This design comes from an exercise in tuning for small area, a short achievable clock period and few clock cycles per item on the open sky130 flow, not from production work. In this exercise RTL edits were held to simulation tests only and were not proved equivalent to the original. No activity file was given, so power comes from the tool's default toggle rates.

## flow/config.mk

```make
export PLATFORM = sky130hd
export DESIGN_NAME = sys_matmul_stream
export DESIGN_NICKNAME = sys_matmul_stream
export VERILOG_FILES = /design/flow/design.v
export SDC_FILE = /design/flow/constraint.sdc
export NUM_CORES = 4
export LEC_CHECK = 0
export ABC_CLOCK_PERIOD_IN_PS = 2800
export CAP_MARGIN = 20
export CORE_MARGIN = 2
export CORE_UTILIZATION = 70
export CTS_CLUSTER_DIAMETER = 100
export CTS_CLUSTER_SIZE = 30
export SLEW_MARGIN = 20
export SETUP_SLACK_MARGIN = 5.3
export BUFFER_PORTS_ARGS = -buffer_cell sky130_fd_sc_hd__buf_2
```

## flow/constraint.sdc

```tcl
create_clock -name core_clock -period 8.0 [get_ports {CLK}]
set_input_delay 1.6000 -clock core_clock [delete_from_list [all_inputs] [get_ports {CLK}]]
set_output_delay 1.6000 -clock core_clock [all_outputs]
set_load 0.01 [all_outputs]
```

## flow/design.v

```verilog
module sys_matmul_stream #(
  parameter int N      = 3,
  parameter int DW     = 8,
  parameter int ACC_W  = 2*DW + $clog2(N),
  parameter int SIGNED = 0
) (
  input  logic             CLK,
  input  logic             rst_n,
  input  logic             vld_in,
  output logic             rdy_in,
  input  logic [DW-1:0]    a,
  input  logic [DW-1:0]    b,
  input  logic             keep,
  output logic             vld_out,
  input  logic             rdy_out,
  output logic [ACC_W-1:0] c,
  output logic             last_out,
  output logic             busy,
  output logic [1:0]       dbg_state
);
  function automatic logic [8:0] rot1(input logic [8:0] x);
    rot1 = {x[7:0], x[8]};
  endfunction
  function automatic logic [8:0] rot2(input logic [8:0] x);
    rot2 = {x[6:0], x[8:7]};
  endfunction
  function automatic logic [8:0] rotm2(input logic [8:0] x);
    rotm2 = {x[1:0], x[8:2]};
  endfunction
  logic [8:0] ph;           
  logic [8:0] lb;           
  logic       lpar;         
  logic       lkeep;        
  logic       have_prev;    
  logic       cact;         
  logic       ot;           
  logic       cfull;        
  logic [8:0] cp;           
  logic       cpar;
  logic       ckeep;
  logic [8:0] op;           
  logic [8:0] U;            
  logic       av, bv;       
  logic       cpass;        
  logic       r_rdy, r_vld, r_last, r_busy, r_dbg0;
  logic [ACC_W-1:0] c_r;
  logic [DW-1:0] a_q, b_q;
  logic          v_q, wpar_q;
  logic [DW-1:0] R [9];
  logic [DW-1:0] E;
  logic [DW-1:0] W0b0 [2];      
  logic [DW-1:0] W0b1, W0b2;
  logic [DW-1:0] W1b0 [2];
  logic [DW-1:0] W1b1, W1b2;
  logic [DW-1:0] W2b0 [2];
  logic [DW-1:0] W2b1, W2b2;
  logic [ACC_W-1:0] L0s, L0c;
  logic [ACC_W-1:0] L [1:8];
  logic hs_in, hs_out;
  assign hs_in  = vld_in && r_rdy;
  assign hs_out = r_vld && rdy_out;
  logic [8:0] e_m;          
  logic       m_ready, m_fire;
  assign e_m = rot2(ph);
  assign m_ready = cfull || e_m[0] || ((e_m[1] || e_m[3] || e_m[4]) && lb[8]);
  assign m_fire  = cact && ot && m_ready && !U[6];
  logic [8:0] ph_n, lb_n, cp_n, op_n, U_n;
  logic       lpar_n, lkeep_n, have_prev_n, cact_n, cfull_n, cpar_n, ckeep_n;
  logic       idle, hold;
  logic       vld_n, rdy_n, busy_n;
  logic [ACC_W-1:0] L1_n;
  assign idle = lb[0] && !cact && !(|U) && !av && !bv;
  function automatic logic rdy_calc(input logic [8:0] ph_x, input logic [8:0] lb_x,
                                    input logic cact_x, input logic cfull_x,
                                    input logic [8:0] cp_x, input logic ot_x,
                                    input logic u3, input logic u4, input logic u5);
    logic [8:0] done_b;    
    done_b = 9'd0;
    if (lb_x[0])            done_b = 9'b111111110;
    if (lb_x[1])            done_b = 9'b111110000;
    if (lb_x[2])            done_b = 9'b110000000;
    if (lb_x[3] || lb_x[6]) done_b = 9'b110000000;
    if (lb_x[4] || lb_x[7]) done_b = 9'b100000000;
    rdy_calc = |(ph_x & lb_x) &&
               (!cact_x || !cfull_x || |(cp_x & done_b) || (ot_x && !u3 && !u4 && !u5));
  endfunction
  logic [8:0] cp_m;         
  logic       cact_m;
  logic [8:0] ph_h0;        
  logic       rdy_h1, rdy_h0, vld_o1, vld_o0, blk_o1, blk_o0, clr, busy_b;
  logic       cact_h1, cfull_h1;
  logic       ot_h;         
  logic [8:0] cp_h1;
  always_comb begin
    cp_m   = m_fire ? rot1(cp) : cp;
    ot_h   = m_fire || |(cp & rot1(rot2(ph)));
    cact_m = cact && !(m_fire && cp[8]);
    cact_h1  = cact_m || lb[6];
    cfull_h1 = lb[6] ? 1'b0 : (cfull || lb[8]);
    cp_h1    = lb[6] ? 9'd1 : cp_m;
    rdy_h1   = rdy_calc(rot1(ph), rot1(lb), cact_h1, cfull_h1, cp_h1, ot_h, U[3], U[4], U[5]);
    ph_h0    = (!have_prev && idle) ? 9'd1 : rot1(ph);
    rdy_h0   = rdy_calc(ph_h0, lb, cact_m, cfull, cp_m, ot_h, U[3], U[4], U[5]);
    blk_o1 = cact_m && !cfull && ((op[8] && !cp_m[0]) || (op[0] && cp_m[2]));
    blk_o0 = cact_m && !cfull && ((op[0] && !cp_m[0]) || (op[1] && cp_m[2]));
    vld_o1 = |(rot1(op) & rotm2(rot1(ph))) && U[0];
    vld_o0 = |(op & rotm2(rot1(ph))) && U[0];
    clr    = hs_in && (lb[6] || lb[8]);
    busy_b = !lb[0] || cact_m || (|U[8:2]) || U[0] || bv || m_fire || av;
  end
  always_comb begin
    hold        = !have_prev && idle && !hs_in;
    ph_n        = hold ? 9'd1 : rot1(ph);
    lb_n        = hs_in ? rot1(lb) : lb;
    lpar_n      = lpar ^ (hs_in && lb[8]);
    lkeep_n     = (hs_in && lb[0]) ? (keep && have_prev) : lkeep;
    have_prev_n = have_prev || (hs_in && lb[8]);
    cact_n      = cact_m;
    cp_n        = cp_m;
    cfull_n     = cfull;
    cpar_n      = cpar;
    ckeep_n     = ckeep;
    if (hs_in && lb[6]) begin
      cact_n  = 1'b1;
      cp_n    = 9'd1;
      cfull_n = 1'b0;
      cpar_n  = lpar;
      ckeep_n = lkeep;
    end
    if (hs_in && lb[8]) cfull_n = 1'b1;
    op_n   = hs_out ? rot1(op) : op;
    U_n    = {U[7:2], U[1] && !hs_out, U[0], bv || U[8]};
    vld_n  = hs_out ? (vld_o1 && (!blk_o1 || clr)) : (vld_o0 && (!blk_o0 || clr));
    rdy_n  = hs_in ? rdy_h1 : rdy_h0;
    busy_n = hs_in || busy_b || (U[1] && !hs_out);
  end
  always_ff @(posedge CLK) begin
    if (!rst_n) begin
      ph        <= 9'd1;
      lb        <= 9'd1;
      lpar      <= 1'b0;
      lkeep     <= 1'b0;
      have_prev <= 1'b0;
      cact      <= 1'b0;
      ot        <= 1'b0;
      cfull     <= 1'b0;
      cp        <= 9'd1;
      cpar      <= 1'b0;
      ckeep     <= 1'b0;
      op        <= 9'd1;
      U         <= '0;
      av        <= 1'b0;
      bv        <= 1'b0;
      v_q       <= 1'b0;
      r_rdy     <= 1'b1;
      r_vld     <= 1'b0;
      r_last    <= 1'b0;
      r_busy    <= 1'b0;
      r_dbg0    <= 1'b0;
      c_r       <= '0;
    end else begin
      ph        <= ph_n;
      lb        <= lb_n;
      lpar      <= lpar_n;
      lkeep     <= lkeep_n;
      have_prev <= have_prev_n;
      cact      <= cact_n;
      ot        <= (hs_in && lb[6]) || ot_h;
      cfull     <= cfull_n;
      cp        <= cp_n;
      cpar      <= cpar_n;
      ckeep     <= ckeep_n;
      op        <= op_n;
      U         <= U_n;
      av        <= m_fire;
      bv        <= av;
      v_q       <= hs_in;
      r_rdy     <= rdy_n;
      r_vld     <= vld_n;
      r_last    <= hs_out ? (vld_o1 && (!blk_o1 || clr) && op[7]) : (vld_o0 && (!blk_o0 || clr) && op[8]);
      r_busy    <= busy_n;
      r_dbg0    <= !rdy_n && !vld_n;
      c_r       <= vld_n ? L1_n : '0;
    end
  end
  logic wb0, wb1, wb2;      
  assign wb0 = v_q && (ph[1] || ph[2] || ph[3]);
  assign wb1 = v_q && (ph[4] || ph[5] || ph[6]);
  assign wb2 = v_q && (ph[7] || ph[8] || ph[0]);
  always_ff @(posedge CLK) begin
    a_q    <= a;
    b_q    <= b;
    wpar_q <= lpar;
    cpass  <= ckeep || !m_fire;
    R[0]   <= v_q ? a_q : R[8];
    for (int i = 1; i < 9; i++) R[i] <= R[i-1];
    E      <= R[8];
    W0b0[0] <= W1b0[0];
    W0b0[1] <= W1b0[1];
    W0b1   <= W1b1;
    W0b2   <= W1b2;
    W1b0[0] <= W2b0[0];
    W1b0[1] <= W2b0[1];
    W1b1   <= W2b1;
    W1b2   <= W2b2;
    W2b0[0] <= (wb0 && !wpar_q) ? b_q : W0b0[0];
    W2b0[1] <= (wb0 &&  wpar_q) ? b_q : W0b0[1];
    W2b1    <= wb1 ? b_q : W0b1;
    W2b2    <= wb2 ? b_q : W0b2;
  end
  logic [DW-1:0] x0, x1, x2, y0, y1, y2;
  logic rs0, rs1, rs2;      
  logic fwd_a, fwd_b;
  assign rs0   = m_fire && ph[7];
  assign rs1   = m_fire && ph[1];
  assign rs2   = m_fire && ph[4];
  assign fwd_a = v_q && ph[7];
  assign fwd_b = v_q && (ph[7] || ph[8] || ph[0]);
  always_comb begin
    if (ph[7])      begin x0 = R[5]; x1 = R[2]; x2 = fwd_a ? a_q : R[8]; end
    else if (ph[1]) begin x0 = R[7]; x1 = R[4]; x2 = R[1]; end
    else            begin x0 = E;    x1 = R[6]; x2 = R[3]; end
    y0 = W0b0[cpar];
    y1 = W0b1;
    y2 = fwd_b ? b_q : W0b2;
  end
  logic [DW-1:0] X0, X1, X2, Y0, Y1, Y2;
  always_ff @(posedge CLK) begin
    if (rs0 || rs1 || rs2) begin
      X0 <= x0; X1 <= x1; X2 <= x2;
    end
    Y0 <= m_fire ? y0 : '0;
    Y1 <= m_fire ? y1 : '0;
    Y2 <= m_fire ? y2 : '0;
  end
  logic [DW-1:0] pp0 [DW];
  logic [DW-1:0] pp1 [DW];
  logic [DW-1:0] pp2 [DW];
  logic [ACC_W-1:0] cpm;
  always_comb begin
    for (int i = 0; i < DW; i++) begin
      pp0[i] = X0[i] ? Y0 : '0;
      pp1[i] = X1[i] ? Y1 : '0;
      pp2[i] = X2[i] ? Y2 : '0;
    end
    cpm = cpass ? L[7] : '0;
  end
  logic [ACC_W-1:0] sum_r0, sum_r1;
  logic [1:0] ra0;
  logic [1:0] ra1;
  logic [0:0] ra2;
  logic [2:0] ra3;
  logic [3:0] ra4;
  logic [4:0] ra5;
  logic [5:0] ra6;
  logic [6:0] ra7;
  logic [7:0] ra8;
  logic [7:0] ra9;
  logic [6:0] ra10;
  logic [5:0] ra11;
  logic [4:0] ra12;
  logic [3:0] ra13;
  logic [2:0] ra14;
  logic [1:0] ra15;
  logic [1:0] ra16;
  logic [0:0] ra17;
  logic tas1;
  logic tac2;
  logic tas3;
  logic tac4;
  logic tas5;
  logic tac6;
  logic tas7;
  logic tac8;
  logic tas9;
  logic tac10;
  logic tas11;
  logic tac12;
  logic tas13;
  logic tac14;
  logic tas15;
  logic tac16;
  logic tas17;
  logic tac18;
  logic tas19;
  logic tac20;
  logic tas21;
  logic tac22;
  logic tas23;
  logic tac24;
  logic tas25;
  logic tac26;
  logic tas27;
  logic tac28;
  logic tas29;
  logic tac30;
  logic tas31;
  logic tac32;
  logic tas33;
  logic tac34;
  logic tas35;
  logic tac36;
  logic tas37;
  logic tac38;
  logic tas39;
  logic tac40;
  logic tas41;
  logic tac42;
  logic tas43;
  logic tac44;
  logic tas45;
  logic tac46;
  logic tas47;
  logic tac48;
  logic tas49;
  logic tac50;
  logic tas51;
  logic tac52;
  logic tas53;
  logic tac54;
  logic tas55;
  logic tac56;
  logic tas57;
  logic tac58;
  logic tas59;
  logic tac60;
  logic tas61;
  logic tac62;
  logic tas63;
  logic tac64;
  logic tas65;
  logic tac66;
  logic tas67;
  logic tac68;
  logic tas69;
  logic tac70;
  logic tas71;
  logic tac72;
  logic tas73;
  logic tac74;
  logic tas75;
  logic tac76;
  logic tas77;
  logic tac78;
  logic tas79;
  logic tac80;
  logic tas81;
  logic tac82;
  logic tas83;
  logic tac84;
  logic tas85;
  logic tac86;
  logic tas87;
  logic tac88;
  logic tas89;
  logic tac90;
  logic tas91;
  logic tac92;
  logic tas93;
  logic tac94;
  logic tas95;
  logic tac96;
  logic tas97;
  logic tac98;
  logic tas99;
  logic tac100;
  logic tas101;
  logic tac102;
  logic tas103;
  logic tac104;
  logic tas105;
  logic tac106;
  logic tas107;
  logic tac108;
  logic tas109;
  logic tac110;
  logic tas111;
  logic tac112;
  logic tas113;
  logic tac114;
  logic tas115;
  logic tac116;
  logic tas117;
  logic tac118;
  logic tas119;
  logic tac120;
  logic tas121;
  logic tac122;
  logic tas123;
  logic tac124;
  logic tas125;
  logic tac126;
  logic tas127;
  logic tac128;
  logic tas129;
  logic tac130;
  logic tas131;
  logic tac132;
  logic tas133;
  logic tac134;
  logic tas135;
  logic tac136;
  logic tas137;
  logic tac138;
  logic tas139;
  logic tac140;
  logic tas141;
  logic tac142;
  logic tas143;
  logic tac144;
  logic tas145;
  logic tac146;
  logic tas147;
  logic tac148;
  logic tas149;
  logic tac150;
  logic tas151;
  logic tac152;
  logic tas153;
  logic tac154;
  logic tas155;
  logic tac156;
  logic tas157;
  logic tac158;
  logic tas159;
  logic tac160;
  logic tas161;
  logic tac162;
  logic tas163;
  logic tac164;
  logic tas165;
  logic tac166;
  logic tas167;
  logic tac168;
  logic tas169;
  logic tac170;
  logic tas171;
  logic tac172;
  logic tas173;
  logic tac174;
  logic tas175;
  logic tac176;
  logic tas177;
  logic tac178;
  logic tas179;
  logic tac180;
  logic tas181;
  logic tac182;
  logic tas183;
  logic tac184;
  logic tas185;
  logic tac186;
  logic tas187;
  logic tac188;
  logic tas189;
  logic tac190;
  logic tas191;
  logic tac192;
  logic tas193;
  logic tac194;
  logic tas195;
  logic tac196;
  logic tas197;
  logic tac198;
  logic tas199;
  logic tac200;
  logic tas201;
  logic tac202;
  logic tas203;
  logic tac204;
  logic tas205;
  logic tac206;
  logic tas207;
  logic tac208;
  logic tas209;
  logic tac210;
  logic tas211;
  logic tac212;
  logic tas213;
  logic tac214;
  logic tas215;
  logic tac216;
  logic tas217;
  logic tac218;
  logic tas219;
  logic tac220;
  logic tas221;
  logic tac222;
  logic tas223;
  logic tac224;
  logic tas225;
  logic tac226;
  logic tas227;
  logic tac228;
  logic tas229;
  logic tac230;
  logic tas231;
  logic tac232;
  logic tas233;
  logic tac234;
  logic tas235;
  logic tac236;
  logic tas237;
  logic tac238;
  logic tas239;
  logic tac240;
  logic tas241;
  logic tac242;
  logic tas243;
  logic tac244;
  logic tas245;
  logic tac246;
  logic tas247;
  logic tac248;
  logic tas249;
  logic tac250;
  logic tas251;
  logic tac252;
  logic tas253;
  logic tac254;
  logic tas255;
  logic tac256;
  logic tas257;
  logic tac258;
  logic tas259;
  logic tac260;
  logic tas261;
  logic tac262;
  logic tas263;
  logic tac264;
  logic tas265;
  logic tac266;
  logic tas267;
  logic tac268;
  logic tbs269;
  logic tbc270;
  logic tbs271;
  logic tbc272;
  logic tbs273;
  logic tbc274;
  logic tbs275;
  logic tbc276;
  logic tbs277;
  logic tbc278;
  logic tbs279;
  logic tbc280;
  logic tbs281;
  logic tbc282;
  logic tbs283;
  logic tbc284;
  logic tbs285;
  logic tbc286;
  logic tbs287;
  logic tbc288;
  logic tbs289;
  logic tbc290;
  logic tbs291;
  logic tbc292;
  logic tbs293;
  logic tbc294;
  logic tbs295;
  logic tbc296;
  logic tbs297;
  logic tbc298;
  logic tbs299;
  logic tbc300;
  logic tbs301;
  logic tbc302;
  logic tbs303;
  logic tbc304;
  logic tbs305;
  logic tbc306;
  logic tbs307;
  logic tbc308;
  logic tbs309;
  logic tbc310;
  logic tbs311;
  logic tbc312;
  logic tbs313;
  logic tbc314;
  logic tbs315;
  logic tbc316;
  logic tbs317;
  logic tbc318;
  logic tbs319;
  logic tbc320;
  logic tbs321;
  logic tbc322;
  logic tbs323;
  logic tbc324;
  logic tbs325;
  logic tbc326;
  logic tbs327;
  logic tbc328;
  logic tbs329;
  logic tbc330;
  logic tbs331;
  logic tbc332;
  logic tbs333;
  logic tbc334;
  logic tbs335;
  logic tbc336;
  logic tbs337;
  logic tbc338;
  logic tbs339;
  logic tbc340;
  logic tbs341;
  logic tbc342;
  logic tbs343;
  logic tbc344;
  logic tbs345;
  logic tbc346;
  logic tbs347;
  logic tbc348;
  logic tbs349;
  logic tbc350;
  logic tbs351;
  logic tbc352;
  logic tbs353;
  logic tbc354;
  logic tbs355;
  logic tbc356;
  logic tbs357;
  logic tbc358;
  logic tbs359;
  logic tbc360;
  logic tbs361;
  logic tbc362;
  logic tbs363;
  logic tbc364;
  logic tbs365;
  logic tbc366;
  assign tas1 = pp0[0][0] ^ pp1[0][0] ^ pp2[0][0];
  assign tac2 = (pp0[0][0] & pp1[0][0]) | (pp0[0][0] & pp2[0][0]) | (pp1[0][0] & pp2[0][0]);
  assign tas3 = pp0[0][1] ^ pp0[1][0] ^ pp1[0][1];
  assign tac4 = (pp0[0][1] & pp0[1][0]) | (pp0[0][1] & pp1[0][1]) | (pp0[1][0] & pp1[0][1]);
  assign tas5 = pp1[1][0] ^ pp2[0][1] ^ pp2[1][0];
  assign tac6 = (pp1[1][0] & pp2[0][1]) | (pp1[1][0] & pp2[1][0]) | (pp2[0][1] & pp2[1][0]);
  assign tas7 = cpm[1] ^ tac2 ^ tas3;
  assign tac8 = (cpm[1] & tac2) | (cpm[1] & tas3) | (tac2 & tas3);
  assign tas9 = pp0[0][2] ^ pp0[1][1] ^ pp0[2][0];
  assign tac10 = (pp0[0][2] & pp0[1][1]) | (pp0[0][2] & pp0[2][0]) | (pp0[1][1] & pp0[2][0]);
  assign tas11 = pp1[0][2] ^ pp1[1][1] ^ pp1[2][0];
  assign tac12 = (pp1[0][2] & pp1[1][1]) | (pp1[0][2] & pp1[2][0]) | (pp1[1][1] & pp1[2][0]);
  assign tas13 = pp2[0][2] ^ pp2[1][1] ^ pp2[2][0];
  assign tac14 = (pp2[0][2] & pp2[1][1]) | (pp2[0][2] & pp2[2][0]) | (pp2[1][1] & pp2[2][0]);
  assign tas15 = cpm[2] ^ tac4 ^ tac6;
  assign tac16 = (cpm[2] & tac4) | (cpm[2] & tac6) | (tac4 & tac6);
  assign tas17 = tas9 ^ tas11 ^ tas13;
  assign tac18 = (tas9 & tas11) | (tas9 & tas13) | (tas11 & tas13);
  assign tas19 = tac8 ^ tas15 ^ tas17;
  assign tac20 = (tac8 & tas15) | (tac8 & tas17) | (tas15 & tas17);
  assign tas21 = pp0[0][3] ^ pp0[1][2] ^ pp0[2][1];
  assign tac22 = (pp0[0][3] & pp0[1][2]) | (pp0[0][3] & pp0[2][1]) | (pp0[1][2] & pp0[2][1]);
  assign tas23 = pp0[3][0] ^ pp1[0][3] ^ pp1[1][2];
  assign tac24 = (pp0[3][0] & pp1[0][3]) | (pp0[3][0] & pp1[1][2]) | (pp1[0][3] & pp1[1][2]);
  assign tas25 = pp1[2][1] ^ pp1[3][0] ^ pp2[0][3];
  assign tac26 = (pp1[2][1] & pp1[3][0]) | (pp1[2][1] & pp2[0][3]) | (pp1[3][0] & pp2[0][3]);
  assign tas27 = pp2[1][2] ^ pp2[2][1] ^ pp2[3][0];
  assign tac28 = (pp2[1][2] & pp2[2][1]) | (pp2[1][2] & pp2[3][0]) | (pp2[2][1] & pp2[3][0]);
  assign tas29 = cpm[3] ^ tac10 ^ tac12;
  assign tac30 = (cpm[3] & tac10) | (cpm[3] & tac12) | (tac10 & tac12);
  assign tas31 = tac14 ^ tas21 ^ tas23;
  assign tac32 = (tac14 & tas21) | (tac14 & tas23) | (tas21 & tas23);
  assign tas33 = tas25 ^ tas27 ^ tac16;
  assign tac34 = (tas25 & tas27) | (tas25 & tac16) | (tas27 & tac16);
  assign tas35 = tac18 ^ tas29 ^ tas31;
  assign tac36 = (tac18 & tas29) | (tac18 & tas31) | (tas29 & tas31);
  assign tas37 = pp0[0][4] ^ pp0[1][3] ^ pp0[2][2];
  assign tac38 = (pp0[0][4] & pp0[1][3]) | (pp0[0][4] & pp0[2][2]) | (pp0[1][3] & pp0[2][2]);
  assign tas39 = pp0[3][1] ^ pp0[4][0] ^ pp1[0][4];
  assign tac40 = (pp0[3][1] & pp0[4][0]) | (pp0[3][1] & pp1[0][4]) | (pp0[4][0] & pp1[0][4]);
  assign tas41 = pp1[1][3] ^ pp1[2][2] ^ pp1[3][1];
  assign tac42 = (pp1[1][3] & pp1[2][2]) | (pp1[1][3] & pp1[3][1]) | (pp1[2][2] & pp1[3][1]);
  assign tas43 = pp1[4][0] ^ pp2[0][4] ^ pp2[1][3];
  assign tac44 = (pp1[4][0] & pp2[0][4]) | (pp1[4][0] & pp2[1][3]) | (pp2[0][4] & pp2[1][3]);
  assign tas45 = pp2[2][2] ^ pp2[3][1] ^ pp2[4][0];
  assign tac46 = (pp2[2][2] & pp2[3][1]) | (pp2[2][2] & pp2[4][0]) | (pp2[3][1] & pp2[4][0]);
  assign tas47 = cpm[4] ^ tac22 ^ tac24;
  assign tac48 = (cpm[4] & tac22) | (cpm[4] & tac24) | (tac22 & tac24);
  assign tas49 = tac26 ^ tac28 ^ tas37;
  assign tac50 = (tac26 & tac28) | (tac26 & tas37) | (tac28 & tas37);
  assign tas51 = tas39 ^ tas41 ^ tas43;
  assign tac52 = (tas39 & tas41) | (tas39 & tas43) | (tas41 & tas43);
  assign tas53 = tas45 ^ tac30 ^ tac32;
  assign tac54 = (tas45 & tac30) | (tas45 & tac32) | (tac30 & tac32);
  assign tas55 = tas47 ^ tas49 ^ tas51;
  assign tac56 = (tas47 & tas49) | (tas47 & tas51) | (tas49 & tas51);
  assign tas57 = pp0[0][5] ^ pp0[1][4] ^ pp0[2][3];
  assign tac58 = (pp0[0][5] & pp0[1][4]) | (pp0[0][5] & pp0[2][3]) | (pp0[1][4] & pp0[2][3]);
  assign tas59 = pp0[3][2] ^ pp0[4][1] ^ pp0[5][0];
  assign tac60 = (pp0[3][2] & pp0[4][1]) | (pp0[3][2] & pp0[5][0]) | (pp0[4][1] & pp0[5][0]);
  assign tas61 = pp1[0][5] ^ pp1[1][4] ^ pp1[2][3];
  assign tac62 = (pp1[0][5] & pp1[1][4]) | (pp1[0][5] & pp1[2][3]) | (pp1[1][4] & pp1[2][3]);
  assign tas63 = pp1[3][2] ^ pp1[4][1] ^ pp1[5][0];
  assign tac64 = (pp1[3][2] & pp1[4][1]) | (pp1[3][2] & pp1[5][0]) | (pp1[4][1] & pp1[5][0]);
  assign tas65 = pp2[0][5] ^ pp2[1][4] ^ pp2[2][3];
  assign tac66 = (pp2[0][5] & pp2[1][4]) | (pp2[0][5] & pp2[2][3]) | (pp2[1][4] & pp2[2][3]);
  assign tas67 = pp2[3][2] ^ pp2[4][1] ^ pp2[5][0];
  assign tac68 = (pp2[3][2] & pp2[4][1]) | (pp2[3][2] & pp2[5][0]) | (pp2[4][1] & pp2[5][0]);
  assign tas69 = cpm[5] ^ tac38 ^ tac40;
  assign tac70 = (cpm[5] & tac38) | (cpm[5] & tac40) | (tac38 & tac40);
  assign tas71 = tac42 ^ tac44 ^ tac46;
  assign tac72 = (tac42 & tac44) | (tac42 & tac46) | (tac44 & tac46);
  assign tas73 = tas57 ^ tas59 ^ tas61;
  assign tac74 = (tas57 & tas59) | (tas57 & tas61) | (tas59 & tas61);
  assign tas75 = tas63 ^ tas65 ^ tas67;
  assign tac76 = (tas63 & tas65) | (tas63 & tas67) | (tas65 & tas67);
  assign tas77 = tac48 ^ tac50 ^ tac52;
  assign tac78 = (tac48 & tac50) | (tac48 & tac52) | (tac50 & tac52);
  assign tas79 = tas69 ^ tas71 ^ tas73;
  assign tac80 = (tas69 & tas71) | (tas69 & tas73) | (tas71 & tas73);
  assign tas81 = pp0[0][6] ^ pp0[1][5] ^ pp0[2][4];
  assign tac82 = (pp0[0][6] & pp0[1][5]) | (pp0[0][6] & pp0[2][4]) | (pp0[1][5] & pp0[2][4]);
  assign tas83 = pp0[3][3] ^ pp0[4][2] ^ pp0[5][1];
  assign tac84 = (pp0[3][3] & pp0[4][2]) | (pp0[3][3] & pp0[5][1]) | (pp0[4][2] & pp0[5][1]);
  assign tas85 = pp0[6][0] ^ pp1[0][6] ^ pp1[1][5];
  assign tac86 = (pp0[6][0] & pp1[0][6]) | (pp0[6][0] & pp1[1][5]) | (pp1[0][6] & pp1[1][5]);
  assign tas87 = pp1[2][4] ^ pp1[3][3] ^ pp1[4][2];
  assign tac88 = (pp1[2][4] & pp1[3][3]) | (pp1[2][4] & pp1[4][2]) | (pp1[3][3] & pp1[4][2]);
  assign tas89 = pp1[5][1] ^ pp1[6][0] ^ pp2[0][6];
  assign tac90 = (pp1[5][1] & pp1[6][0]) | (pp1[5][1] & pp2[0][6]) | (pp1[6][0] & pp2[0][6]);
  assign tas91 = pp2[1][5] ^ pp2[2][4] ^ pp2[3][3];
  assign tac92 = (pp2[1][5] & pp2[2][4]) | (pp2[1][5] & pp2[3][3]) | (pp2[2][4] & pp2[3][3]);
  assign tas93 = pp2[4][2] ^ pp2[5][1] ^ pp2[6][0];
  assign tac94 = (pp2[4][2] & pp2[5][1]) | (pp2[4][2] & pp2[6][0]) | (pp2[5][1] & pp2[6][0]);
  assign tas95 = cpm[6] ^ tac58 ^ tac60;
  assign tac96 = (cpm[6] & tac58) | (cpm[6] & tac60) | (tac58 & tac60);
  assign tas97 = tac62 ^ tac64 ^ tac66;
  assign tac98 = (tac62 & tac64) | (tac62 & tac66) | (tac64 & tac66);
  assign tas99 = tac68 ^ tas81 ^ tas83;
  assign tac100 = (tac68 & tas81) | (tac68 & tas83) | (tas81 & tas83);
  assign tas101 = tas85 ^ tas87 ^ tas89;
  assign tac102 = (tas85 & tas87) | (tas85 & tas89) | (tas87 & tas89);
  assign tas103 = tas91 ^ tas93 ^ tac70;
  assign tac104 = (tas91 & tas93) | (tas91 & tac70) | (tas93 & tac70);
  assign tas105 = tac72 ^ tac74 ^ tac76;
  assign tac106 = (tac72 & tac74) | (tac72 & tac76) | (tac74 & tac76);
  assign tas107 = tas95 ^ tas97 ^ tas99;
  assign tac108 = (tas95 & tas97) | (tas95 & tas99) | (tas97 & tas99);
  assign tas109 = pp0[0][7] ^ pp0[1][6] ^ pp0[2][5];
  assign tac110 = (pp0[0][7] & pp0[1][6]) | (pp0[0][7] & pp0[2][5]) | (pp0[1][6] & pp0[2][5]);
  assign tas111 = pp0[3][4] ^ pp0[4][3] ^ pp0[5][2];
  assign tac112 = (pp0[3][4] & pp0[4][3]) | (pp0[3][4] & pp0[5][2]) | (pp0[4][3] & pp0[5][2]);
  assign tas113 = pp0[6][1] ^ pp0[7][0] ^ pp1[0][7];
  assign tac114 = (pp0[6][1] & pp0[7][0]) | (pp0[6][1] & pp1[0][7]) | (pp0[7][0] & pp1[0][7]);
  assign tas115 = pp1[1][6] ^ pp1[2][5] ^ pp1[3][4];
  assign tac116 = (pp1[1][6] & pp1[2][5]) | (pp1[1][6] & pp1[3][4]) | (pp1[2][5] & pp1[3][4]);
  assign tas117 = pp1[4][3] ^ pp1[5][2] ^ pp1[6][1];
  assign tac118 = (pp1[4][3] & pp1[5][2]) | (pp1[4][3] & pp1[6][1]) | (pp1[5][2] & pp1[6][1]);
  assign tas119 = pp1[7][0] ^ pp2[0][7] ^ pp2[1][6];
  assign tac120 = (pp1[7][0] & pp2[0][7]) | (pp1[7][0] & pp2[1][6]) | (pp2[0][7] & pp2[1][6]);
  assign tas121 = pp2[2][5] ^ pp2[3][4] ^ pp2[4][3];
  assign tac122 = (pp2[2][5] & pp2[3][4]) | (pp2[2][5] & pp2[4][3]) | (pp2[3][4] & pp2[4][3]);
  assign tas123 = pp2[5][2] ^ pp2[6][1] ^ pp2[7][0];
  assign tac124 = (pp2[5][2] & pp2[6][1]) | (pp2[5][2] & pp2[7][0]) | (pp2[6][1] & pp2[7][0]);
  assign tas125 = cpm[7] ^ tac82 ^ tac84;
  assign tac126 = (cpm[7] & tac82) | (cpm[7] & tac84) | (tac82 & tac84);
  assign tas127 = tac86 ^ tac88 ^ tac90;
  assign tac128 = (tac86 & tac88) | (tac86 & tac90) | (tac88 & tac90);
  assign tas129 = tac92 ^ tac94 ^ tas109;
  assign tac130 = (tac92 & tac94) | (tac92 & tas109) | (tac94 & tas109);
  assign tas131 = tas111 ^ tas113 ^ tas115;
  assign tac132 = (tas111 & tas113) | (tas111 & tas115) | (tas113 & tas115);
  assign tas133 = tas117 ^ tas119 ^ tas121;
  assign tac134 = (tas117 & tas119) | (tas117 & tas121) | (tas119 & tas121);
  assign tas135 = tas123 ^ tac96 ^ tac98;
  assign tac136 = (tas123 & tac96) | (tas123 & tac98) | (tac96 & tac98);
  assign tas137 = tac100 ^ tac102 ^ tas125;
  assign tac138 = (tac100 & tac102) | (tac100 & tas125) | (tac102 & tas125);
  assign tas139 = tas127 ^ tas129 ^ tas131;
  assign tac140 = (tas127 & tas129) | (tas127 & tas131) | (tas129 & tas131);
  assign tas141 = pp0[1][7] ^ pp0[2][6] ^ pp0[3][5];
  assign tac142 = (pp0[1][7] & pp0[2][6]) | (pp0[1][7] & pp0[3][5]) | (pp0[2][6] & pp0[3][5]);
  assign tas143 = pp0[4][4] ^ pp0[5][3] ^ pp0[6][2];
  assign tac144 = (pp0[4][4] & pp0[5][3]) | (pp0[4][4] & pp0[6][2]) | (pp0[5][3] & pp0[6][2]);
  assign tas145 = pp0[7][1] ^ pp1[1][7] ^ pp1[2][6];
  assign tac146 = (pp0[7][1] & pp1[1][7]) | (pp0[7][1] & pp1[2][6]) | (pp1[1][7] & pp1[2][6]);
  assign tas147 = pp1[3][5] ^ pp1[4][4] ^ pp1[5][3];
  assign tac148 = (pp1[3][5] & pp1[4][4]) | (pp1[3][5] & pp1[5][3]) | (pp1[4][4] & pp1[5][3]);
  assign tas149 = pp1[6][2] ^ pp1[7][1] ^ pp2[1][7];
  assign tac150 = (pp1[6][2] & pp1[7][1]) | (pp1[6][2] & pp2[1][7]) | (pp1[7][1] & pp2[1][7]);
  assign tas151 = pp2[2][6] ^ pp2[3][5] ^ pp2[4][4];
  assign tac152 = (pp2[2][6] & pp2[3][5]) | (pp2[2][6] & pp2[4][4]) | (pp2[3][5] & pp2[4][4]);
  assign tas153 = pp2[5][3] ^ pp2[6][2] ^ pp2[7][1];
  assign tac154 = (pp2[5][3] & pp2[6][2]) | (pp2[5][3] & pp2[7][1]) | (pp2[6][2] & pp2[7][1]);
  assign tas155 = cpm[8] ^ tac110 ^ tac112;
  assign tac156 = (cpm[8] & tac110) | (cpm[8] & tac112) | (tac110 & tac112);
  assign tas157 = tac114 ^ tac116 ^ tac118;
  assign tac158 = (tac114 & tac116) | (tac114 & tac118) | (tac116 & tac118);
  assign tas159 = tac120 ^ tac122 ^ tac124;
  assign tac160 = (tac120 & tac122) | (tac120 & tac124) | (tac122 & tac124);
  assign tas161 = tas141 ^ tas143 ^ tas145;
  assign tac162 = (tas141 & tas143) | (tas141 & tas145) | (tas143 & tas145);
  assign tas163 = tas147 ^ tas149 ^ tas151;
  assign tac164 = (tas147 & tas149) | (tas147 & tas151) | (tas149 & tas151);
  assign tas165 = tas153 ^ tac126 ^ tac128;
  assign tac166 = (tas153 & tac126) | (tas153 & tac128) | (tac126 & tac128);
  assign tas167 = tac130 ^ tac132 ^ tac134;
  assign tac168 = (tac130 & tac132) | (tac130 & tac134) | (tac132 & tac134);
  assign tas169 = tas155 ^ tas157 ^ tas159;
  assign tac170 = (tas155 & tas157) | (tas155 & tas159) | (tas157 & tas159);
  assign tas171 = pp0[2][7] ^ pp0[3][6] ^ pp0[4][5];
  assign tac172 = (pp0[2][7] & pp0[3][6]) | (pp0[2][7] & pp0[4][5]) | (pp0[3][6] & pp0[4][5]);
  assign tas173 = pp0[5][4] ^ pp0[6][3] ^ pp0[7][2];
  assign tac174 = (pp0[5][4] & pp0[6][3]) | (pp0[5][4] & pp0[7][2]) | (pp0[6][3] & pp0[7][2]);
  assign tas175 = pp1[2][7] ^ pp1[3][6] ^ pp1[4][5];
  assign tac176 = (pp1[2][7] & pp1[3][6]) | (pp1[2][7] & pp1[4][5]) | (pp1[3][6] & pp1[4][5]);
  assign tas177 = pp1[5][4] ^ pp1[6][3] ^ pp1[7][2];
  assign tac178 = (pp1[5][4] & pp1[6][3]) | (pp1[5][4] & pp1[7][2]) | (pp1[6][3] & pp1[7][2]);
  assign tas179 = pp2[2][7] ^ pp2[3][6] ^ pp2[4][5];
  assign tac180 = (pp2[2][7] & pp2[3][6]) | (pp2[2][7] & pp2[4][5]) | (pp2[3][6] & pp2[4][5]);
  assign tas181 = pp2[5][4] ^ pp2[6][3] ^ pp2[7][2];
  assign tac182 = (pp2[5][4] & pp2[6][3]) | (pp2[5][4] & pp2[7][2]) | (pp2[6][3] & pp2[7][2]);
  assign tas183 = cpm[9] ^ tac142 ^ tac144;
  assign tac184 = (cpm[9] & tac142) | (cpm[9] & tac144) | (tac142 & tac144);
  assign tas185 = tac146 ^ tac148 ^ tac150;
  assign tac186 = (tac146 & tac148) | (tac146 & tac150) | (tac148 & tac150);
  assign tas187 = tac152 ^ tac154 ^ tas171;
  assign tac188 = (tac152 & tac154) | (tac152 & tas171) | (tac154 & tas171);
  assign tas189 = tas173 ^ tas175 ^ tas177;
  assign tac190 = (tas173 & tas175) | (tas173 & tas177) | (tas175 & tas177);
  assign tas191 = tas179 ^ tas181 ^ tac156;
  assign tac192 = (tas179 & tas181) | (tas179 & tac156) | (tas181 & tac156);
  assign tas193 = tac158 ^ tac160 ^ tac162;
  assign tac194 = (tac158 & tac160) | (tac158 & tac162) | (tac160 & tac162);
  assign tas195 = tac164 ^ tas183 ^ tas185;
  assign tac196 = (tac164 & tas183) | (tac164 & tas185) | (tas183 & tas185);
  assign tas197 = pp0[3][7] ^ pp0[4][6] ^ pp0[5][5];
  assign tac198 = (pp0[3][7] & pp0[4][6]) | (pp0[3][7] & pp0[5][5]) | (pp0[4][6] & pp0[5][5]);
  assign tas199 = pp0[6][4] ^ pp0[7][3] ^ pp1[3][7];
  assign tac200 = (pp0[6][4] & pp0[7][3]) | (pp0[6][4] & pp1[3][7]) | (pp0[7][3] & pp1[3][7]);
  assign tas201 = pp1[4][6] ^ pp1[5][5] ^ pp1[6][4];
  assign tac202 = (pp1[4][6] & pp1[5][5]) | (pp1[4][6] & pp1[6][4]) | (pp1[5][5] & pp1[6][4]);
  assign tas203 = pp1[7][3] ^ pp2[3][7] ^ pp2[4][6];
  assign tac204 = (pp1[7][3] & pp2[3][7]) | (pp1[7][3] & pp2[4][6]) | (pp2[3][7] & pp2[4][6]);
  assign tas205 = pp2[5][5] ^ pp2[6][4] ^ pp2[7][3];
  assign tac206 = (pp2[5][5] & pp2[6][4]) | (pp2[5][5] & pp2[7][3]) | (pp2[6][4] & pp2[7][3]);
  assign tas207 = cpm[10] ^ tac172 ^ tac174;
  assign tac208 = (cpm[10] & tac172) | (cpm[10] & tac174) | (tac172 & tac174);
  assign tas209 = tac176 ^ tac178 ^ tac180;
  assign tac210 = (tac176 & tac178) | (tac176 & tac180) | (tac178 & tac180);
  assign tas211 = tac182 ^ tas197 ^ tas199;
  assign tac212 = (tac182 & tas197) | (tac182 & tas199) | (tas197 & tas199);
  assign tas213 = tas201 ^ tas203 ^ tas205;
  assign tac214 = (tas201 & tas203) | (tas201 & tas205) | (tas203 & tas205);
  assign tas215 = tac184 ^ tac186 ^ tac188;
  assign tac216 = (tac184 & tac186) | (tac184 & tac188) | (tac186 & tac188);
  assign tas217 = tac190 ^ tas207 ^ tas209;
  assign tac218 = (tac190 & tas207) | (tac190 & tas209) | (tas207 & tas209);
  assign tas219 = pp0[4][7] ^ pp0[5][6] ^ pp0[6][5];
  assign tac220 = (pp0[4][7] & pp0[5][6]) | (pp0[4][7] & pp0[6][5]) | (pp0[5][6] & pp0[6][5]);
  assign tas221 = pp0[7][4] ^ pp1[4][7] ^ pp1[5][6];
  assign tac222 = (pp0[7][4] & pp1[4][7]) | (pp0[7][4] & pp1[5][6]) | (pp1[4][7] & pp1[5][6]);
  assign tas223 = pp1[6][5] ^ pp1[7][4] ^ pp2[4][7];
  assign tac224 = (pp1[6][5] & pp1[7][4]) | (pp1[6][5] & pp2[4][7]) | (pp1[7][4] & pp2[4][7]);
  assign tas225 = pp2[5][6] ^ pp2[6][5] ^ pp2[7][4];
  assign tac226 = (pp2[5][6] & pp2[6][5]) | (pp2[5][6] & pp2[7][4]) | (pp2[6][5] & pp2[7][4]);
  assign tas227 = cpm[11] ^ tac198 ^ tac200;
  assign tac228 = (cpm[11] & tac198) | (cpm[11] & tac200) | (tac198 & tac200);
  assign tas229 = tac202 ^ tac204 ^ tac206;
  assign tac230 = (tac202 & tac204) | (tac202 & tac206) | (tac204 & tac206);
  assign tas231 = tas219 ^ tas221 ^ tas223;
  assign tac232 = (tas219 & tas221) | (tas219 & tas223) | (tas221 & tas223);
  assign tas233 = tas225 ^ tac208 ^ tac210;
  assign tac234 = (tas225 & tac208) | (tas225 & tac210) | (tac208 & tac210);
  assign tas235 = tac212 ^ tac214 ^ tas227;
  assign tac236 = (tac212 & tac214) | (tac212 & tas227) | (tac214 & tas227);
  assign tas237 = pp0[5][7] ^ pp0[6][6] ^ pp0[7][5];
  assign tac238 = (pp0[5][7] & pp0[6][6]) | (pp0[5][7] & pp0[7][5]) | (pp0[6][6] & pp0[7][5]);
  assign tas239 = pp1[5][7] ^ pp1[6][6] ^ pp1[7][5];
  assign tac240 = (pp1[5][7] & pp1[6][6]) | (pp1[5][7] & pp1[7][5]) | (pp1[6][6] & pp1[7][5]);
  assign tas241 = pp2[5][7] ^ pp2[6][6] ^ pp2[7][5];
  assign tac242 = (pp2[5][7] & pp2[6][6]) | (pp2[5][7] & pp2[7][5]) | (pp2[6][6] & pp2[7][5]);
  assign tas243 = cpm[12] ^ tac220 ^ tac222;
  assign tac244 = (cpm[12] & tac220) | (cpm[12] & tac222) | (tac220 & tac222);
  assign tas245 = tac224 ^ tac226 ^ tas237;
  assign tac246 = (tac224 & tac226) | (tac224 & tas237) | (tac226 & tas237);
  assign tas247 = tas239 ^ tas241 ^ tac228;
  assign tac248 = (tas239 & tas241) | (tas239 & tac228) | (tas241 & tac228);
  assign tas249 = tac230 ^ tac232 ^ tas243;
  assign tac250 = (tac230 & tac232) | (tac230 & tas243) | (tac232 & tas243);
  assign tas251 = pp0[6][7] ^ pp0[7][6] ^ pp1[6][7];
  assign tac252 = (pp0[6][7] & pp0[7][6]) | (pp0[6][7] & pp1[6][7]) | (pp0[7][6] & pp1[6][7]);
  assign tas253 = pp1[7][6] ^ pp2[6][7] ^ pp2[7][6];
  assign tac254 = (pp1[7][6] & pp2[6][7]) | (pp1[7][6] & pp2[7][6]) | (pp2[6][7] & pp2[7][6]);
  assign tas255 = cpm[13] ^ tac238 ^ tac240;
  assign tac256 = (cpm[13] & tac238) | (cpm[13] & tac240) | (tac238 & tac240);
  assign tas257 = tac242 ^ tas251 ^ tas253;
  assign tac258 = (tac242 & tas251) | (tac242 & tas253) | (tas251 & tas253);
  assign tas259 = tac244 ^ tac246 ^ tas255;
  assign tac260 = (tac244 & tac246) | (tac244 & tas255) | (tac246 & tas255);
  assign tas261 = pp0[7][7] ^ pp1[7][7] ^ pp2[7][7];
  assign tac262 = (pp0[7][7] & pp1[7][7]) | (pp0[7][7] & pp2[7][7]) | (pp1[7][7] & pp2[7][7]);
  assign tas263 = cpm[14] ^ tac252 ^ tac254;
  assign tac264 = (cpm[14] & tac252) | (cpm[14] & tac254) | (tac252 & tac254);
  assign tas265 = tas261 ^ tac256 ^ tac258;
  assign tac266 = (tas261 & tac256) | (tas261 & tac258) | (tac256 & tac258);
  assign tas267 = cpm[15] ^ tac262 ^ tac264;
  assign tac268 = (cpm[15] & tac262) | (cpm[15] & tac264) | (tac262 & tac264);
  always_ff @(posedge CLK) begin
    ra0 <= {tas1, cpm[0]};
    ra1 <= {tas7, tas5};
    ra2 <= {tas19};
    ra3 <= {tas35, tas33, tac20};
    ra4 <= {tas55, tas53, tac36, tac34};
    ra5 <= {tas79, tas77, tac56, tac54, tas75};
    ra6 <= {tas107, tas105, tas103, tac80, tac78, tas101};
    ra7 <= {tas139, tas137, tas135, tac108, tac106, tac104, tas133};
    ra8 <= {tas169, tas167, tas165, tac140, tac138, tac136, tas163, tas161};
    ra9 <= {tas195, tas193, tas191, tac170, tac168, tac166, tas189, tas187};
    ra10 <= {tas217, tas215, tac196, tac194, tac192, tas213, tas211};
    ra11 <= {tas235, tas233, tac218, tac216, tas231, tas229};
    ra12 <= {tas249, tas247, tac236, tac234, tas245};
    ra13 <= {tas259, tac250, tac248, tas257};
    ra14 <= {tas265, tac260, tas263};
    ra15 <= {tas267, tac266};
    ra16 <= {tac268, cpm[16]};
    ra17 <= {cpm[17]};
  end
  assign tbs269 = ra7[0] ^ ra7[1];
  assign tbc270 = ra7[0] & ra7[1];
  assign tbs271 = ra8[0] ^ ra8[1] ^ ra8[2];
  assign tbc272 = (ra8[0] & ra8[1]) | (ra8[0] & ra8[2]) | (ra8[1] & ra8[2]);
  assign tbs273 = ra8[3] ^ ra8[4];
  assign tbc274 = ra8[3] & ra8[4];
  assign tbs275 = ra9[0] ^ ra9[1] ^ ra9[2];
  assign tbc276 = (ra9[0] & ra9[1]) | (ra9[0] & ra9[2]) | (ra9[1] & ra9[2]);
  assign tbs277 = ra9[3] ^ ra9[4] ^ ra9[5];
  assign tbc278 = (ra9[3] & ra9[4]) | (ra9[3] & ra9[5]) | (ra9[4] & ra9[5]);
  assign tbs279 = ra10[0] ^ ra10[1] ^ ra10[2];
  assign tbc280 = (ra10[0] & ra10[1]) | (ra10[0] & ra10[2]) | (ra10[1] & ra10[2]);
  assign tbs281 = ra10[3] ^ ra10[4];
  assign tbc282 = ra10[3] & ra10[4];
  assign tbs283 = ra11[0] ^ ra11[1] ^ ra11[2];
  assign tbc284 = (ra11[0] & ra11[1]) | (ra11[0] & ra11[2]) | (ra11[1] & ra11[2]);
  assign tbs285 = ra5[0] ^ ra5[1];
  assign tbc286 = ra5[0] & ra5[1];
  assign tbs287 = ra6[0] ^ ra6[1] ^ ra6[2];
  assign tbc288 = (ra6[0] & ra6[1]) | (ra6[0] & ra6[2]) | (ra6[1] & ra6[2]);
  assign tbs289 = ra6[3] ^ ra6[4];
  assign tbc290 = ra6[3] & ra6[4];
  assign tbs291 = ra7[2] ^ ra7[3] ^ ra7[4];
  assign tbc292 = (ra7[2] & ra7[3]) | (ra7[2] & ra7[4]) | (ra7[3] & ra7[4]);
  assign tbs293 = ra7[5] ^ ra7[6] ^ tbs269;
  assign tbc294 = (ra7[5] & ra7[6]) | (ra7[5] & tbs269) | (ra7[6] & tbs269);
  assign tbs295 = ra8[5] ^ ra8[6] ^ ra8[7];
  assign tbc296 = (ra8[5] & ra8[6]) | (ra8[5] & ra8[7]) | (ra8[6] & ra8[7]);
  assign tbs297 = tbs271 ^ tbs273 ^ tbc270;
  assign tbc298 = (tbs271 & tbs273) | (tbs271 & tbc270) | (tbs273 & tbc270);
  assign tbs299 = ra9[6] ^ ra9[7] ^ tbs275;
  assign tbc300 = (ra9[6] & ra9[7]) | (ra9[6] & tbs275) | (ra9[7] & tbs275);
  assign tbs301 = tbs277 ^ tbc272 ^ tbc274;
  assign tbc302 = (tbs277 & tbc272) | (tbs277 & tbc274) | (tbc272 & tbc274);
  assign tbs303 = ra10[5] ^ ra10[6] ^ tbs279;
  assign tbc304 = (ra10[5] & ra10[6]) | (ra10[5] & tbs279) | (ra10[6] & tbs279);
  assign tbs305 = tbs281 ^ tbc276 ^ tbc278;
  assign tbc306 = (tbs281 & tbc276) | (tbs281 & tbc278) | (tbc276 & tbc278);
  assign tbs307 = ra11[3] ^ ra11[4] ^ ra11[5];
  assign tbc308 = (ra11[3] & ra11[4]) | (ra11[3] & ra11[5]) | (ra11[4] & ra11[5]);
  assign tbs309 = tbs283 ^ tbc280 ^ tbc282;
  assign tbc310 = (tbs283 & tbc280) | (tbs283 & tbc282) | (tbc280 & tbc282);
  assign tbs311 = ra12[0] ^ ra12[1] ^ ra12[2];
  assign tbc312 = (ra12[0] & ra12[1]) | (ra12[0] & ra12[2]) | (ra12[1] & ra12[2]);
  assign tbs313 = ra12[3] ^ ra12[4] ^ tbc284;
  assign tbc314 = (ra12[3] & ra12[4]) | (ra12[3] & tbc284) | (ra12[4] & tbc284);
  assign tbs315 = ra13[0] ^ ra13[1] ^ ra13[2];
  assign tbc316 = (ra13[0] & ra13[1]) | (ra13[0] & ra13[2]) | (ra13[1] & ra13[2]);
  assign tbs317 = ra4[0] ^ ra4[1];
  assign tbc318 = ra4[0] & ra4[1];
  assign tbs319 = ra5[2] ^ ra5[3] ^ ra5[4];
  assign tbc320 = (ra5[2] & ra5[3]) | (ra5[2] & ra5[4]) | (ra5[3] & ra5[4]);
  assign tbs321 = ra6[5] ^ tbs287 ^ tbs289;
  assign tbc322 = (ra6[5] & tbs287) | (ra6[5] & tbs289) | (tbs287 & tbs289);
  assign tbs323 = tbs291 ^ tbs293 ^ tbc288;
  assign tbc324 = (tbs291 & tbs293) | (tbs291 & tbc288) | (tbs293 & tbc288);
  assign tbs325 = tbs295 ^ tbs297 ^ tbc292;
  assign tbc326 = (tbs295 & tbs297) | (tbs295 & tbc292) | (tbs297 & tbc292);
  assign tbs327 = tbs299 ^ tbs301 ^ tbc296;
  assign tbc328 = (tbs299 & tbs301) | (tbs299 & tbc296) | (tbs301 & tbc296);
  assign tbs329 = tbs303 ^ tbs305 ^ tbc300;
  assign tbc330 = (tbs303 & tbs305) | (tbs303 & tbc300) | (tbs305 & tbc300);
  assign tbs331 = tbs307 ^ tbs309 ^ tbc304;
  assign tbc332 = (tbs307 & tbs309) | (tbs307 & tbc304) | (tbs309 & tbc304);
  assign tbs333 = tbs311 ^ tbs313 ^ tbc308;
  assign tbc334 = (tbs311 & tbs313) | (tbs311 & tbc308) | (tbs313 & tbc308);
  assign tbs335 = ra13[3] ^ tbs315 ^ tbc312;
  assign tbc336 = (ra13[3] & tbs315) | (ra13[3] & tbc312) | (tbs315 & tbc312);
  assign tbs337 = ra14[0] ^ ra14[1] ^ ra14[2];
  assign tbc338 = (ra14[0] & ra14[1]) | (ra14[0] & ra14[2]) | (ra14[1] & ra14[2]);
  assign tbs339 = ra3[0] ^ ra3[1];
  assign tbc340 = ra3[0] & ra3[1];
  assign tbs341 = ra4[2] ^ ra4[3] ^ tbs317;
  assign tbc342 = (ra4[2] & ra4[3]) | (ra4[2] & tbs317) | (ra4[3] & tbs317);
  assign tbs343 = tbs285 ^ tbs319 ^ tbc318;
  assign tbc344 = (tbs285 & tbs319) | (tbs285 & tbc318) | (tbs319 & tbc318);
  assign tbs345 = tbc286 ^ tbs321 ^ tbc320;
  assign tbc346 = (tbc286 & tbs321) | (tbc286 & tbc320) | (tbs321 & tbc320);
  assign tbs347 = tbc290 ^ tbs323 ^ tbc322;
  assign tbc348 = (tbc290 & tbs323) | (tbc290 & tbc322) | (tbs323 & tbc322);
  assign tbs349 = tbc294 ^ tbs325 ^ tbc324;
  assign tbc350 = (tbc294 & tbs325) | (tbc294 & tbc324) | (tbs325 & tbc324);
  assign tbs351 = tbc298 ^ tbs327 ^ tbc326;
  assign tbc352 = (tbc298 & tbs327) | (tbc298 & tbc326) | (tbs327 & tbc326);
  assign tbs353 = tbc302 ^ tbs329 ^ tbc328;
  assign tbc354 = (tbc302 & tbs329) | (tbc302 & tbc328) | (tbs329 & tbc328);
  assign tbs355 = tbc306 ^ tbs331 ^ tbc330;
  assign tbc356 = (tbc306 & tbs331) | (tbc306 & tbc330) | (tbs331 & tbc330);
  assign tbs357 = tbc310 ^ tbs333 ^ tbc332;
  assign tbc358 = (tbc310 & tbs333) | (tbc310 & tbc332) | (tbs333 & tbc332);
  assign tbs359 = tbc314 ^ tbs335 ^ tbc334;
  assign tbc360 = (tbc314 & tbs335) | (tbc314 & tbc334) | (tbs335 & tbc334);
  assign tbs361 = tbc316 ^ tbs337 ^ tbc336;
  assign tbc362 = (tbc316 & tbs337) | (tbc316 & tbc336) | (tbs337 & tbc336);
  assign tbs363 = ra15[0] ^ ra15[1] ^ tbc338;
  assign tbc364 = (ra15[0] & ra15[1]) | (ra15[0] & tbc338) | (ra15[1] & tbc338);
  assign tbs365 = ra16[0] ^ ra16[1];
  assign tbc366 = ra16[0] & ra16[1];
  assign sum_r0 = {ra17[0], tbs365, tbs363, tbs361, tbs359, tbs357, tbs355, tbs353, tbs351, tbs349, tbs347, tbs345, tbs343, tbs341, ra3[2], ra2[0], ra1[0], ra0[0]};
  assign sum_r1 = {tbc366, tbc364, tbc362, tbc360, tbc358, tbc356, tbc354, tbc352, tbc350, tbc348, tbc346, tbc344, tbc342, tbc340, tbs339, 1'b0, ra1[1], ra0[1]};
  assign L1_n = L0s + L0c;
  always_ff @(posedge CLK) begin
    L0s  <= sum_r0;
    L0c  <= sum_r1;
    L[1] <= L1_n;
    for (int i = 2; i <= 8; i++) L[i] <= L[i-1];
  end
  assign rdy_in    = r_rdy;
  assign vld_out   = r_vld;
  assign last_out  = r_last;
  assign busy      = r_busy;
  assign dbg_state = {r_vld, r_dbg0};
  assign c         = c_r;
endmodule
```

## flow/flow/run.sh

```bash
#!/bin/bash
set -euo pipefail
cat >> config.mk <<'CFG'
export SETUP_SLACK_MARGIN = 5.3
export BUFFER_PORTS_ARGS = -buffer_cell sky130_fd_sc_hd__buf_2
CFG
bash standard.sh > standard_run.log 2>&1
```

## flow/standard.sh

```bash
#!/bin/bash
# synth_recipe.tcl (not shown) runs the flow's synth.tcl, then flattens the netlist and writes it again
# the make line also repeats each setting of config.mk as NAME=value (left out here)
make -C /OpenROAD-flow-scripts/flow DESIGN_CONFIG=/design/flow/config.mk WORK_HOME=/design/flow/orfs CLKGATE_MAP_FILE= SYNTH_SCRIPT=/design/flow/synth_recipe.tcl "${@:-finish}"
```

==> metrics.md, run 1 <==
| Metric | Value |
|---|---|
| Combinational share of power | `0.028` |
| Dpl hpwl | `27500 um` |
| Cell class contributing the biggest share of worst-path delay | `flip-flops` |
| CP Max Fanout | `4` |
| R2r setup slk | `around 5.3 ns` |
| Min-delay worst type | `reg -> reg` |
| Initial DRT Pass Iterations | `5` |
| Fin crit share | `0.332` |
| GRT overflow | `0` |
| Sequential fraction of the synthesis area | `0.564` |
| Pins over their slew limit | `0` |
| Placed insts | `roughly 2000` |
| Worst r2r dst | `ra4[3]$_DFF_P_` |
| Yosys cell types | `57` |
| Clk pwr share | `0.296` |
| Status | `no timing/DRC/antenna violations` |
| First-pass GRT wire length | `roughly 60000 um` |
| RSZ-0062 raised after global routing | `no` |
| Largest buffer count on any clock path | `3` |
| Clock Tree Root | `clkbuf_16` |
| Diode count | `0` |
| Commonest non-fill, non-tap cell in the layout | `dfxtp_1` |
| Int Power | `about 3.5 mW` |
| RePlAce Congestion | `around 0.9` |
| EDFF count, synth | `24` |
| Worst reg2reg path depth | `6` |
| Power share of the sequential group | `0.676` |
| Yosys warns | `9` |
| Net Count, Synth | `approximately 1800` |
| CTS sink cnt | `around 560` |
| Layout fillers | `1911` |
| Cells after Synth | `~1600` |
| Critical Path Stages | `1` |
| Placeable Area | `~0.029 sq mm` |
| Post-synth ARST share | `0` |
| Slowest cell on crit path | `dfxtp_2` |
| Primary FF master, synth | `dfxtp_1` |
| Pre-CTS setup slack | `4.45 ns` |
| # hold bufs at CTS | `0` |
| DRT iter0 DRCs | `roughly 770` |
| Fmax | `about 0.38 GHz` |
| Worst Slack Setup Final | `about 5.3 ns` |
| Crit path to | `dbg_state[1]` |
| Mean Syn Cell Area | `12.5 sq um` |
| Die Footprint | `0.0303 sq mm` |
| Final Total Pwr | `roughly 4.4 mW` |
| MaxCap Viol Count | `0` |
| Layout cells sized above 1 | `0.0836` |
| Crit path kind | `reg -> out` |
| Final cell count without fillers | `about 2000` |
| Final ANT Viol Nets | `0` |
| Area delta synth->final | `6.49%` |
| Die Ht | `roughly 170 um` |
| Synthesized cell area | `a little over 0.02 sq mm` |
| Final setup viols | `0` |
| Largest net degree at the start of global routing | `between 50 and 60` |
| DR DRC count | `0` |
| Starting Density | `0.708` |
| H-tree levels | `1` |
| Routed wire length | `37100 um` |
| Max IR drop VDD | `0.232 mV` |
| CTS tree | `done` |
| Final hold vios | `0` |
| Yosys reg bits | `558` |
| Vias | `around 11000` |
| Worst Max-Slew Pin Slew | `1.03 ns` |
| Critical path endpoint category | `output port` |
| Ports | `45` |
| WP data required | `about 6.4 ns` |
| Most frequent cells in the layout | `dfxtp_1 (530), and2_1 (199), fa_1 (176)` |
| Setup TNS | `0 ns` |
| Num CTS Buffers | `22` |
| Skew final | `approximately 0.021 ns` |
| CP Cell Sequence | `buf_2` |
| Fin crit period | `around 2.7 ns` |
| Die X | `around 170 um` |
| R2R Path Start | `X2[1]$_DFFE_PP_` |
| Slowest cell delay on critical path | `0.37 ns` |
| Worst Path Buf+Inv | `1` |
| Nets | `about 1900` |
| Clock transition at path regs | `roughly 0.10 ns` |
| Port buffer count | `44` |
| CP arrival | `approximately 1.1 ns` |
| Antenna violations before repair | `1` |
| WL/cell | `18.1 um` |
| Pwr per Cell Area | `roughly 210 mW/mm^2` |
| Vias in the first global route | `about 11000` |
| Leak pwr | `between 9 and 10 nW` |
| Setup crit start kind | `flop` |
| Overall Global Routing Usage | `0.251` |
| P_sw | `0.905 mW` |
| Slew HR | `0.309` |
| Critical Path Start | `r_vld$_SDFF_PN0_` |
| Worst skew pair latency | `0.56 ns` |
| Via density | `about 5.3` |
| Switching Fraction | `0.204` |
| Rows | `62` |
## synthesized netlist by cell type (all sizes together) (7+ instances only)
cell type    n  share of area
a21boi      24         0.0089
fa         176           0.17
nand3       13         0.0032
nor2        33         0.0063
nand2b       7         0.0022
and3b       14         0.0061
o21ai       30         0.0074
nor2b        8         0.0025
and2       199          0.062
dfxtp      534           0.53
o21a        10         0.0037
a21oi       23         0.0057
buf         12         0.0033
xnor2       13         0.0056
mux2        41          0.023
ha          24          0.015
a22oi        9         0.0033
mux2i       32          0.016
clkbuf      28         0.0052
edfxtp      24          0.036
inv        161          0.030
nor3        10         0.0025
nand2      130          0.024
## per-stage QoR
stage / hold WS (ns) / utilization / instance area (sq um)
5_1_grt: 0.337 / 0.754 / 21500
6_report: 0.329 / 0.754 / 21500
4_1_cts: 0.331 / 0.753 / 21500
3_5_place_dp: 0.312 / 0.730 / 20800
2_1_floorplan: 0.310 / - / 20300
3_3_place_gp: 0.310 / 0.730 / 20800
## registers in the layout, summed over array words and instances (netlist names), 9 cells and up
register	flops
W1b0	16
lb	9
W0b0	16
R	72
op	9
c_r	18
L0s	18
U	9
L0c	17
L	126
cp	9
W2b0	16
ph	9
## layout make-up
| type | instances | area, sq um | area share |
|---|---|---|---|
| Clock inverter | 1 | 16.3 | 0.000756 |
| Tap cell | 384 | 480 | 0.0223 |
| Timing Repair Buffer | 54 | 312 | 0.0145 |
| Multi-Input combinational cell | 860 | 8110 | 0.376 |
| Inverter | 161 | 604 | 0.0281 |
| Sequential cell | 558 | 11400 | 0.530 |
| Clock buffer | 28 | 594 | 0.0276 |
## per-layer routing
metal / routed length (um) / vias up / track usage / share of wire
li1: - / 5159 / - / -
met1: 17400 / 5359 / 0.360 / 0.47
met2: 17100 / 295 / 0.409 / 0.46
met3: 1750 / 64 / 0.0328 / 0.047
met4: 863 / 0 / 0.0728 / 0.023
met5: 0 / - / 0 / 0
## power by group through the flow
stage	registers, mW	logic, mW	clock network (mW)
2_1_floorplan	3.04	0.0920	0
3_3_place_gp	3.06	0.121	0
3_5_place_dp	3.07	0.123	0
4_1_cts	3.00	0.124	1.35
5_1_grt	3.02	0.136	1.45
6_report	3.00	0.124	1.32
## repair_timing
action | CTS | global route
pin swaps | 0 | 1
setup buffers | 0 | 2
setup endpoints to repair | 27 | 23
resized for setup | 11 | 7
## worst min path at each step
stage	from	endpoint	slack, ns	cells after the start
final	L[2][9]$_DFF_P_	L[3][9]$_DFF_P_	0.33	0
after CTS	L[2][9]$_DFF_P_	L[3][9]$_DFF_P_	0.33	0
after detailed placement	ra1[1]$_DFF_P_	L0c[1]$_DFF_P_	0.31	0
after floorplan	ra0[1]$_DFF_P_	L0c[0]$_DFF_P_	0.31	0
after global placement	W1b0[0][6]$_DFF_P_	W0b0[0][6]$_DFF_P_	0.31	0
after global routing	L[1][15]$_DFF_P_	L[2][15]$_DFF_P_	0.34	0
## cell families after synthesis
logic type / synth area share
buffers and inverters: 0.0384
adder cells (fa/ha/maj): 0.189
flip-flops: 0.564
multiplexers: 0.0389
AO/OA/AOI/OAI: 0.0475
XOR/XNOR: 0.00693
AND/OR/NAND/NOR: 0.115
Testbench counts, summed over its fixed seeds: cycles 14,488, items 1,600.
==> inputs of run 2 (changes only) <==
--- a/flow/config.mk
+++ b/flow/config.mk
@@ -8,7 +8,7 @@
 export ABC_CLOCK_PERIOD_IN_PS = 2800
 export CAP_MARGIN = 20
 export CORE_MARGIN = 2
-export CORE_UTILIZATION = 70
+export CORE_UTILIZATION = 55
 export CTS_CLUSTER_DIAMETER = 100
 export CTS_CLUSTER_SIZE = 30
 export SLEW_MARGIN = 20
==> metrics.md, run 2 <==
| Metric | Value |
|---|---|
| Antenna violations before repair | `0` |
| Max IR drop VDD | `roughly 0.19 mV` |
| Slowest cell on crit path | `dfxtp_2` |
| Fmax | `~0.38 GHz` |
| Worst Min Path Start | `W1b2[1]$_DFF_P_` |
| Via density | `~5.0` |
| # hold bufs at CTS | `0` |
| Post-synth ARST share | `0` |
| Int Power | `3.54 mW` |
| Status | `no timing/DRC/antenna violations` |
| Yosys cell types | `57` |
| WP data required | `roughly 6.4 ns` |
| Overall Global Routing Usage | `0.207` |
| Finished Core Util | `0.595` |
| Most frequent cell after synthesis | `dfxtp_1` |
| Layout cells sized above 1 | `0.0889` |
| H-tree levels | `1` |
| Most frequent cells in the layout | `dfxtp_1 (527), and2_1 (199), fa_1 (176)` |
| Worst Hold Path Cells | `0` |
| DR DRC count | `0` |
| Clk pwr share | `0.298` |
| Fin crit period | `about 2.7 ns` |
| Routed wire length | `about 38000 um` |
| GRT overflow | `0` |
| Critical path endpoint category | `output port` |
| Final setup viols | `0` |
| Crit path kind | `reg -> out` |
| Rows | `70` |
| Critical Path Start | `r_vld$_SDFF_PN0_` |
| Synth area leader | `dfxtp_1` |
| Initial DRT Pass Iterations | `5` |
| Slowest cell delay on critical path | `about 0.37 ns` |
| CTS tree | `done` |
| CP Cell Sequence | `buf_2` |
| CP arrival | `roughly 1.1 ns` |
| Leak pwr | `between 9 and 10 nW` |
| Net Count, Synth | `1840` |
| Cells after Synth | `between 1500 and 2000` |
| Setup crit start kind | `flop` |
| Die Ht | `196 um` |
| Pwr per Cell Area | `205 mW/mm^2` |
| Port buffer count | `44` |
| Worst Max-Slew Pin Slew | `approximately 0.87 ns` |
| Starting Density | `0.555` |
| CP Max Fanout | `3` |
| R2R Path Start | `X2[1]$_DFFE_PP_` |
| Fin crit share | `0.333` |
| Yosys warns | `9` |
| Die Footprint | `roughly 0.038 sq mm` |
| Cell class contributing the biggest share of worst-path delay | `flip-flops` |
| Layout fillers | `about 3000` |
| Yosys reg bits | `approximately 560` |
| Power share of the sequential group | `0.675` |
| Top cell type's share of synthesized area | `0.529` |
| Commonest non-fill, non-tap cell in the layout | `dfxtp_1` |
| Vias | `about 11000` |
| Switching Fraction | `0.205` |
| Sequential fraction of the synthesis area | `0.564` |
| CTS sink cnt | `~560` |
| Min-delay worst type | `reg -> reg` |
| Largest buffer count on any clock path | `3` |
| Synth top area cells | `dfxtp_1 (53%), fa_1 (17%), and2_1 (6.2%)` |
| WL/cell | `18.0 um` |
| Mean Syn Cell Area | `between 10 and 15 sq um` |
| Largest net degree at the start of global routing | `59` |
| EDFF count, synth | `24` |
| Dpl hpwl | `28700 um` |
| Number of flip-flops in the largest register | `around 130` |
| DRT iter0 DRCs | `650` |
| Slew HR | `0.418` |
| Placeable Area | `about 0.036 sq mm` |
run 2: changes by cell type in the layout (fill, tap and decap cells not counted), sizes merged:
cell / previous run / this run
clkbuf: 28 / 27
buf: 54 / 57
inv: 161 / 162
diode: 0 / 1
run 2: area by class of cell:
class / count / area, sq um / area share
clock inverters: 2 / 16.3 / 0.000750
clock buffers: 27 / 591 / 0.0272
repair buffers: 57 / 330 / 0.0152
inverters: 161 / 604 / 0.0279
well taps: 468 / 586 / 0.0270
multi-input cells: 860 / 8130 / 0.375
flip-flops and latches: 558 / 11400 / 0.527
diodes: 1 / 2.50 / 0.000115
run 2: stage by stage:
step	hold WS, ns	setup slack, ns	instances	cell area, sq um
after floorplan	0.310	5.30	1619	20300
after global placement	0.310	4.52	2099	20900
after detailed placement	0.312	4.40	2099	20900
after CTS	0.336	5.31	2129	21600
after global routing	0.339	5.28	2133	21700
final	0.320	5.34	2134	21700
run 2: kinds of logic after synthesis:
group	share of synthesized area
muxes	0.0389
AOI/OAI and AO/OA	0.0475
DFF	0.564
xor gates and xnor gates	0.00693
adders and majority gates	0.189
buffers and inverters	0.0384
and+or+nand+nor	0.115
run 2: metal layers:
metal / vias up / global-route usage / share of wire
met5: - / 0 / 0
met4: 0 / 0.0455 / 0.020
met3: 51 / 0.0265 / 0.038
met2: 223 / 0.331 / 0.45
met1: 5320 / 0.306 / 0.49
li1: 5167 / - / -
run 2: worst max path at each step:
stage | endpoint | slack, ns | depth (start not counted)
2_1_floorplan | c_r[10]$_SDFF_PN0_ | 5.30 | 8
3_3_place_gp | c_r[16]$_SDFF_PN0_ | 4.52 | 8
3_5_place_dp | c_r[5]$_SDFF_PN0_ | 4.40 | 8
4_1_cts | dbg_state[1] | 5.31 | 1
5_1_grt | r_rdy$_SDFF_PN1_ | 5.28 | 7
6_report | dbg_state[1] | 5.34 | 1
run 2: power by group through the flow:
stage | logic, mW | registers [mW] | clock network [mW]
finish | 0.123 | 3.00 | 1.32
global route | 0.138 | 3.02 | 1.46
CTS | 0.123 | 3.00 | 1.37
detailed placement | 0.122 | 3.07 | 0
global placement | 0.121 | 3.06 | 0
floorplan | 0.0920 | 3.04 | 0
run 2: repair_timing:
action / CTS / global route
gates resized for setup: 15 / 7
endpoints found under the hold margin: 0 / 0
pin swaps: 0 / 1
setup endpoints to repair: 29 / 24
setup buffers: 1 / 4

==> static timing again, ports no longer ideal <==
The flow's constraints put no driver on any port. The routed layouts listed below were extracted and timed again, unchanged, in two steps.
Step 1 assumes that a clkbuf_16 drives the clock port and a buf_2 every other input.
Step 2, shift: input delay + t, output delay - t, t = (earliest + latest rising clock arrival at the registers) / 2. This alone moves slack from input paths to output paths.
Slacks: ideal / step 1 / step 2; pairs: ideal / step 1.
run	t, ns	slack for setup (ns)
run 1	0.601	5.346 / 5.295 / 4.782
run 2	0.615	5.337 / 5.282 / 4.780
After both steps every run listed still meets setup and hold.
